This design comes from an exercise in tuning for small area, a short achievable clock period and few clock cycles per item on the open sky130 flow, not from production work.
No functional check of the RTL was part of any run shown here.
Power is estimated from default activity; no workload was simulated.

==> flow/design.v, too long to show whole: its modules and the start of the top module <==
// module gemm_top: 1332 lines
module gemm_top (
    input  logic           clk,
    input  logic           rst,
    input  logic           start,
    input  logic           p_wr_en,
    input  logic [1:0]     p_wr_addr,
    input  logic [31:0]    p_wr_data,
    input  logic           q_wr_en,
    input  logic [1:0]     q_wr_addr,
    input  logic [15:0]    q_wr_data,
    input  logic           r_wr_en,
    input  logic [1:0]     r_wr_addr,
    input  logic [127:0]   r_wr_data,
    input  logic           r_rd_en,
    input  logic [1:0]     r_rd_addr,
    output logic           busy,
    output logic           done,
    output logic [127:0]   c_out,
    output logic           c_valid
);
  // ...
==> flow/run.sh <==
#!/bin/bash
# synth_recipe.tcl (not shown) runs the flow's synth.tcl, then flattens the netlist and writes it again
# the make line also repeats each setting of config.mk as NAME=value (left out here)
make -C /OpenROAD-flow-scripts/flow DESIGN_CONFIG=/design/flow/config.mk WORK_HOME=/design/flow/orfs CLKGATE_MAP_FILE= SYNTH_SCRIPT=/design/flow/synth_recipe.tcl finish
==> flow/config.mk <==
export PLATFORM = sky130hd
export DESIGN_NAME = gemm_top
export DESIGN_NICKNAME = gemm_top
export VERILOG_FILES = /design/flow/design.v
export SDC_FILE = /design/flow/constraint.sdc
export NUM_CORES = 4
export LEC_CHECK = 0
export ABC_CLOCK_PERIOD_IN_PS = 2800
export CAP_MARGIN = 20
export CORE_MARGIN = 2
export CORE_UTILIZATION = 50
export SETUP_SLACK_MARGIN = 2.2
export SLEW_MARGIN = 20
==> flow/constraint.sdc <==
create_clock -name core_clock -period 5.0 [get_ports {clk}]
set_input_delay 1.0000 -clock core_clock [delete_from_list [all_inputs] [get_ports {clk}]]
set_output_delay 1.0000 -clock core_clock [all_outputs]
set_load 0.01 [all_outputs]
==> flow_summary.json, run 1 <==
{
  "status": "finished clean",
  "seq_share": 0.404,
  "tns_ps": 0,
  "final_cell_mix": "nand2_1 (1031), edfxtp_1 (704), inv_1 (328)",
  "reg2reg_slack_ps": 1830,
  "seq_cell_count": 1062,
  "core_area_mm2": 0.112,
  "cts_setup_buffers": 148,
  "wl_met1_um": 67400,
  "dieHeight_um": 341,
  "clk_latency_ps": 720,
  "routed_wl_um": 165000,
  "postCtsHoldBufs": 0,
  "largest-register": "r_mem",
  "top_power_group": "combinational logic",
  "max_freq_mhz": 316,
  "n_antenna_cell": 1,
  "area_delta_synth_final_pct": 24.2,
  "grt_pass1_vias": 40867,
  "hp-class": "reg -> reg",
  "regArea_mm2": 0.0284,
  "synth_top_area_frac": 0.373,
  "initial_core_util": 0.504,
  "multi_input_area_share": 0.403,
  "wl_per_cell_um": 22.4,
  "setup_violations": 0,
  "drv_cap": 0,
  "placed_cell_area_mm2": 0.0615,
  "path_class": "reg -> reg",
  "p_clk_frac": 0.168
}
==> run 2: changes to the inputs <==
--- a/flow/design.v
+++ b/flow/design.v
@@ -15,75 +15,92 @@
     input  logic           r_rd_en,
     input  logic [1:0]     r_rd_addr,
     output logic           busy,
     output logic           done,
     output logic [127:0]   c_out,
     output logic           c_valid
 );
     logic [31:0]  p_mem [4];
-    logic [15:0]  q_mem [4];
+    logic [15:0]  q_mem [4];       
     logic [127:0] r_mem [4];
     logic [127:0] rd_q;
     logic         rd_v_q;
     logic         busy_q;
     logic         done_q;
-    logic [1:0]   cnt;      
+    logic [2:0]   st;       
+    logic         qsw;      
+    logic         u_hold;   
+    logic         a1_ok;    
+    logic         w0;       
+    logic         spec_set;
+    logic         spec_drop;
     logic         p_swap;
     logic         q_swap;
-    logic         wb_en;    
-    logic [1:0]   wb_e;     
-    logic [1:0]   rd_e;     
+    logic         qsw_nx;
+    logic         wb_en;
+    logic [1:0]   wb_e;
+    logic [1:0]   rd_addr;
+    assign w0        = (p_wr_en & ~p_wr_addr[1]) | (q_wr_en & ~q_wr_addr[1]);
+    assign spec_set  = ~busy_q & ~start & ~qsw & a1_ok & ~w0;
+    assign spec_drop = ~busy_q & ~start & qsw & w0;
+    assign q_swap = busy_q ? (st <= 3'd2) : (start | spec_set | spec_drop);
+    assign p_swap = busy_q ? (st == 3'd0 || st == 3'd2) : (start & u_hold);
+    assign qsw_nx = qsw ^ q_swap;
     always_ff @(posedge clk) begin
         if (rst) begin
             busy_q <= 1'b0;
             done_q <= 1'b0;
-            cnt    <= 2'd0;
+            st     <= 3'd0;
+            qsw    <= 1'b0;
+            u_hold <= 1'b0;
+            a1_ok  <= 1'b0;
             rd_v_q <= 1'b0;
         end else begin
             rd_v_q <= r_rd_en & ~busy_q;
+            qsw    <= qsw_nx;
             if (busy_q) begin
-                cnt    <= cnt + 2'd1;
-                done_q <= (cnt == 2'd3);
+                st     <= st + 3'd1;
+                done_q <= (st == 3'd3);
                 if (done_q) busy_q <= 1'b0;
+                a1_ok  <= 1'b0;
+                u_hold <= 1'b0;
             end else if (start) begin
                 busy_q <= 1'b1;
-                cnt    <= 2'd0;
+                st     <= u_hold ? 3'd1 : 3'd0;
+                a1_ok  <= 1'b0;
+                u_hold <= 1'b0;
+            end else begin
+                a1_ok  <= ~qsw & ~w0;
+                if (spec_set)
+                    u_hold <= 1'b1;
+                else if (spec_drop)
+                    u_hold <= 1'b0;
             end
         end
     end
     assign busy    = busy_q;
     assign done    = done_q;
     assign c_out   = rd_q;
     assign c_valid = rd_v_q;
-    logic wb_on;
-    always_ff @(posedge clk) begin
-        if (rst)         wb_on <= 1'b0;
-        else if (busy_q) wb_on <= ~done_q;
-        else             wb_on <= 1'b0;
-    end
-    assign q_swap = busy_q ? (cnt < 2'd3) : start;
-    assign p_swap = busy_q & ((cnt == 2'd0) | (cnt == 2'd2));
-    assign wb_en  = wb_on;
-    assign wb_e   = cnt - 2'd1;
-    assign rd_e   = cnt;
+    assign wb_en = busy_q & (st != 3'd0);
+    assign wb_e  = 2'(st - 3'd1);
     always_ff @(posedge clk) begin
         for (int e = 0; e < 4; e++) begin
             if (p_swap)
                 p_mem[e] <= p_mem[e ^ 2];
             else if (p_wr_en && p_wr_addr == 2'(e))
                 p_mem[e] <= p_wr_data;
-            if (q_swap)
-                q_mem[e] <= q_mem[e ^ 2];
-            else if (q_wr_en && q_wr_addr == 2'(e))
+            if (q_wr_en && (q_wr_addr ^ {qsw_nx, 1'b0}) == 2'(e))
                 q_mem[e] <= q_wr_data;
+            else if (q_swap)
+                q_mem[e] <= q_mem[e ^ 2];
         end
     end
-    logic [1:0]   rd_addr;
-    assign rd_addr = busy_q ? rd_e : (r_rd_en ? r_rd_addr : 2'd0);
+    assign rd_addr = busy_q ? st[1:0] : (r_rd_en ? r_rd_addr : 2'd0);
     always_ff @(posedge clk) begin
         rd_q <= r_mem[rd_addr];
     end
     logic e000_o0, e000_t0, e000_n0, e000_o1, e000_t1, e000_n1;
     logic e001_o0, e001_t0, e001_n0, e001_o1, e001_t1, e001_n1;
     logic e010_o0, e010_t0, e010_n0, e010_o1, e010_t1, e010_n1;
     logic e011_o0, e011_t0, e011_n0, e011_o1, e011_t1, e011_n1;
     logic e100_o0, e100_t0, e100_n0, e100_o1, e100_t1, e100_n1;
@@ -1138,20 +1155,22 @@
     assign sb1 = {1'b0, 1'b0, s2x1_52, s2x1_48, s2x1_47, s2x1_43, s2x1_37, s2x1_31, s2x1_25, s2x1_19, s2x1_11, s2x1_7, s2x1_1, a1_q_1_1_1, a1_q_1_0_1};
     logic [14:0] sa2, sb2;
     assign sa2 = {1'b0, 1'b1, s2x2_50, s2x2_51, s2x2_44, s2x2_38, s2x2_32, s2x2_26, s2x2_20, s2x2_17, s2x2_13, s2x2_5, s2x2_3, a1_q_2_1_0, a1_q_2_0_0};
     assign sb2 = {1'b0, 1'b0, s2x2_52, s2x2_48, s2x2_47, s2x2_43, s2x2_37, s2x2_31, s2x2_25, s2x2_19, s2x2_11, s2x2_7, s2x2_1, a1_q_2_1_1, a1_q_2_0_1};
     logic [14:0] sa3, sb3;
     assign sa3 = {1'b0, 1'b1, s2x3_50, s2x3_51, s2x3_44, s2x3_38, s2x3_32, s2x3_26, s2x3_20, s2x3_17, s2x3_13, s2x3_5, s2x3_3, a1_q_3_1_0, a1_q_3_0_0};
     assign sb3 = {1'b0, 1'b0, s2x3_52, s2x3_48, s2x3_47, s2x3_43, s2x3_37, s2x3_31, s2x3_25, s2x3_19, s2x3_11, s2x3_7, s2x3_1, a1_q_3_1_1, a1_q_3_0_1};
     always_ff @(posedge clk) begin
-        u_q[0] <= sa0 + sb0;
-        u_q[1] <= sa1 + sb1;
-        u_q[2] <= sa2 + sb2;
-        u_q[3] <= sa3 + sb3;
+        if (!u_hold) begin
+            u_q[0] <= sa0 + sb0;
+            u_q[1] <= sa1 + sb1;
+            u_q[2] <= sa2 + sb2;
+            u_q[3] <= sa3 + sb3;
+        end
     end
     logic [127:0] wb_sum;
     logic [15:0] t0, ra0, rb0;
     assign ra0 = {1'b0, u_q[0][14], rd_q[13], rd_q[12], rd_q[11], rd_q[10], rd_q[9], rd_q[8], rd_q[7], rd_q[6], rd_q[5], rd_q[4], rd_q[3], rd_q[2], rd_q[1], rd_q[0]};
     assign rb0 = {1'b0, 1'b0, u_q[0][13], u_q[0][12], u_q[0][11], u_q[0][10], u_q[0][9], u_q[0][8], u_q[0][7], u_q[0][6], u_q[0][5], u_q[0][4], u_q[0][3], u_q[0][2], u_q[0][1], u_q[0][0]};
     assign t0 = ra0 + rb0;
     logic [17:0] hi0, inc0, dec0;
     assign hi0 = rd_q[14+:18];
==> run 2 against run 1 <==
  * Still clean on timing, DRC and antenna
  * Sequential share of layout area about the same
  * Register-to-register slack worse by 310 ps
  * Clock skew rose by 8.2 ps
  * Synthesized area up 2.6%
  * Routed wire length grew 3.0%
  * Cell count up 1.0%
  * Largest power group unchanged
  * Sequential power up 9%
  * Global-route usage hardly changed
==> flow_summary.json, run 2 <==
{
  "synth_warnings": 5,
  "yosys-top-cells-area": "edfxtp_1 (39%), dfxtp_1 (10%), fa_1 (7.6%), nand2_1 (6.2%), ha_1 (4.4%)",
  "largest_register_ffs": 512,
  "peakVddDrop_uv": 1000,
  "design.die.area_mm2": 0.119,
  "p_per_area_mw_per_mm2": 798,
  "clk_pin_slew_worst_paths_ps": 60,
  "critPathMaxFanout": 4,
  "yosysMostFrequentCell": "nand2_1",
  "reg_top3": "r_mem x512, p_mem x128, rd_q x128",
  "core_area_mm2": 0.116,
  "p_comb_frac": 0.611,
  "io_pins": 322,
  "p_clk_frac": 0.147,
  "switching_share": 0.410,
  "required_ps": 5540,
  "postCtsHoldBufs": 0,
  "gp_congestion": 0.901,
  "synth_seq_cells": 1065,
  "avgViaCountPerCell": 5.84,
  "synth_top_area_cell": "edfxtp_1",
  "cts_sinks": 1065,
  "grt_pass1_vias": 41557,
  "reg2regPathDepth": 11,
  "critPathLaunch": "rd_q[79]",
  "syn_nets": 6060,
  "slew_headroom": 0.265,
  "numCtsBuffers": 114,
  "synth_compound_area_frac": 0.137,
  "post-dp-hpwl_um": 112000,
  "synth_cell_types": 79,
  "fin_skew_ps": 30.7,
  "power.internal_mw": 33.9,
  "drv_cap": 0,
  "dpl.cell_count": 6976,
  "synth_edf_count": 764,
  "tns_ps": 0,
  "syn_area_per_cell_um2": 10.7,
  "clk_latency_ps": 730,
  "r2r_end": "r_mem[3][94]",
  "synth-adder-area-share": 0.120,
  "drive_gt1_frac": 0.196,
  "largest-register": "r_mem",
  "crit_end": "r_mem[3][94]",
  "routed_wl_um": 170000,
  "dieHeight_um": 345,
  "sequentialPowerShare": 0.242,
  "async_reset_ff_frac": 0,
  "overflow": 0,
  "max_freq_mhz": 288,
  "critPathLaunchType": "register",
  "timing.final.crit_share": 0.695,
  "cp-end-kind": "register",
  "initial_core_util": 0.502,
  "htreeDepth": 3,
  "tightest_slew_ps": 1100,
  "p_leak_nw": 28.1,
  "p_switching_mw": 23.6,
  "yosys.area_share.simple": 0.128,
  "area_delta_synth_final_pct": 23.9,
  "worst_ep_arrival_time_ps": 4010,
  "synth-xor-area-share": 0.0167,
  "cts_tree": "done",
  "clockRootBuffer": "clkbuf_16",
  "ys.flop_type": "edfxtp_1",
  "status": "finished clean",
  "layout_commonest_cell": "nand2_1",
  "synth_top_area_frac": 0.395,
  "grt_pass1_wl_um": 251000,
  "dr.pass1.iters": 7,
  "synthMuxAreaShare": 0.0464,
  "wl_per_cell_um": 22.9,
  "antenna_left": 0,
  "pre_cts_ws_ps": 964,
  "yosysSeqAreaShare": 0.499,
  "port_buffers": 321,
  "reg2reg_slack_ps": 1530,
  "grt_max_degree": 197,
  "hp-class": "reg -> reg",
  "power_mw": 57.4,
  "die_w_um": 345,
  "netlist_top_cells_count": "nand2_1 (960), edfxtp_1 (764), inv_1 (374)",
  "fin_nets": 6424,
  "grt_antenna_before_repair": 5,
  "fin_ws_ps": 1530,
  "setup_violations": 0,
  "drtIter0Drc": 3297,
  "drc_errors": 0,
  "rsz0062_at_grt": "true",
  "hold_viol": 0,
  "r2r-start": "rd_q[79]",
  "synth_top_family_by_area": "compound AO/OA/AOI/OAI gates",
  "grt.total_usage": 0.277,
  "fin_crit_ps": 3470,
  "netlist_area_mm2": 0.0581,
  "cts_buffer_depth": 3,
  "stdcell_count": 7438,
  "path_class": "reg -> reg",
  "final_cell_mix": "nand2_1 (942), edfxtp_1 (764), inv_1 (352)",
  "final_max_slew_viol_count": 0,
  "row_count": 125,
  "syn_inst": 5447,
  "vias": 43443
}
run 2: changes by cell type after synthesis, sizes merged, moves of 27 or more:
cell | previous run | this run
dfxtp | 358 | 301
edfxtp | 704 | 764
mux2 | 72 | 129
nand2 | 1048 | 960
nor3 | 37 | 67
xnor2 | 106 | 79
run 2: cell type report:
class / instances / area (um2)
fillers: 9218 / 43800
diodes: 2 / 5.00
clock buffers: 159 / 3260
clock inverters: 58 / 522
well taps: 1524 / 1910
repair buffers: 639 / 6190
inverters: 375 / 1410
multi-input cells: 3616 / 29600
flip-flops and latches: 1065 / 29000
run 2: timing repair:
action,CTS,global route
cloned,12,4
resized for setup,419,299
pin swaps,142,169
setup endpoints to repair,733,644
setup buffers,124,103
run 2: per-stage QoR:
step,cell area [um2],utilization,hold WS [ps]
6_report,72000,0.622,499
5_1_grt,72000,0.622,526
4_1_cts,69700,0.602,507
3_5_place_dp,63100,0.545,499
3_3_place_gp,63100,0.545,495
2_1_floorplan,58900,-,463
run 2: worst min path at each step:
stage / slack (ps) / to / cells past startpoint / start
after floorplan: 460 / u_hold / 2 / a1_ok
after global placement: 490 / p_mem[0][31] / 2 / p_mem[2][31]
after detailed placement: 500 / p_mem[0][31] / 2 / p_mem[2][31]
after CTS: 510 / p_mem[0][12] / 2 / p_mem[2][12]
after global routing: 530 / p_mem[1][1] / 2 / p_mem[3][1]
final: 500 / p_mem[0][12] / 2 / p_mem[2][12]
run 2: cell families after synthesis:
kind of cell             count (synthesis)
adder cells (fa/ha/maj)                424
AO/OA/AOI/OAI                         1149
AND/OR/NAND/NOR                       1667
flip-flops                            1065
XOR/XNOR                               111
buffers and inverters                  778
multiplexers                           253
run 2: power groups by stage:
| stage | Clock [mW] | Sequential [mW] | Combinational (mW) |
|---|---|---|---|
| after detailed placement | 0 | 14.1 | 27.3 |
| after floorplan | 0 | 13.4 | 20.1 |
| final | 8.44 | 13.9 | 35.1 |
| after global routing | 8.93 | 14.0 | 38.3 |
| after global placement | 0 | 14.0 | 27.0 |
| after CTS | 8.61 | 13.9 | 31.6 |
run 2: layer usage:
| layer | global-route usage | routed length, um |
|---|---|---|
| met4 | 0.122 | 7340 |
| met5 | 0 | 38 |
| met2 | 0.450 | 80100 |
| met3 | 0.0360 | 10300 |
| met1 | 0.372 | 72300 |
run 2: worst max-delay path, stage by stage (launching register included):
cell	delay, ps
dfxtp_2	320
inv_2	70
ha_4	120
or3b_4	370
or4_4	450
or4_4	440
or3_4	350
or4_1	400
nor2_1	110
ha_1	240
mux2_4	270
o21ai_4	150

static timing again, ports no longer ideal:
No port has a modelled driver above. Below, the same layouts with a new extraction and two added sets of constraints. Step 1 (the two cells are an assumption about what drives the block):
set clk [get_ports {clk}]
set_driving_cell -lib_cell sky130_fd_sc_hd__clkbuf_16 $clk
set_driving_cell -lib_cell sky130_fd_sc_hd__buf_2 [delete_from_list [all_inputs] $clk]
Step 2 moves the port delays by t, midway between the first and last clock arrival at a register: inputs arrive t later, outputs are due t later. That takes back most of the time a late clock gives input paths. Three values: ideal ports, drivers, drivers and shift; two values: the first two.
| run | shift t [ns] | slack for setup (ns) | latest minus earliest clock arrival (ns) |
|---|---|---|---|
| run 1 | 0.778 | 1.834 / 1.834 / 1.539 | 0.023 / 0.023 |
| run 2 | 0.784 | 1.527 / 1.527 / 1.451 | 0.038 / 0.038 |
After both steps every run listed still meets setup and hold. For run 1, which loses most, drivers alone change the setup slack by 0.000 ns; drivers and shift together by -0.295 ns.
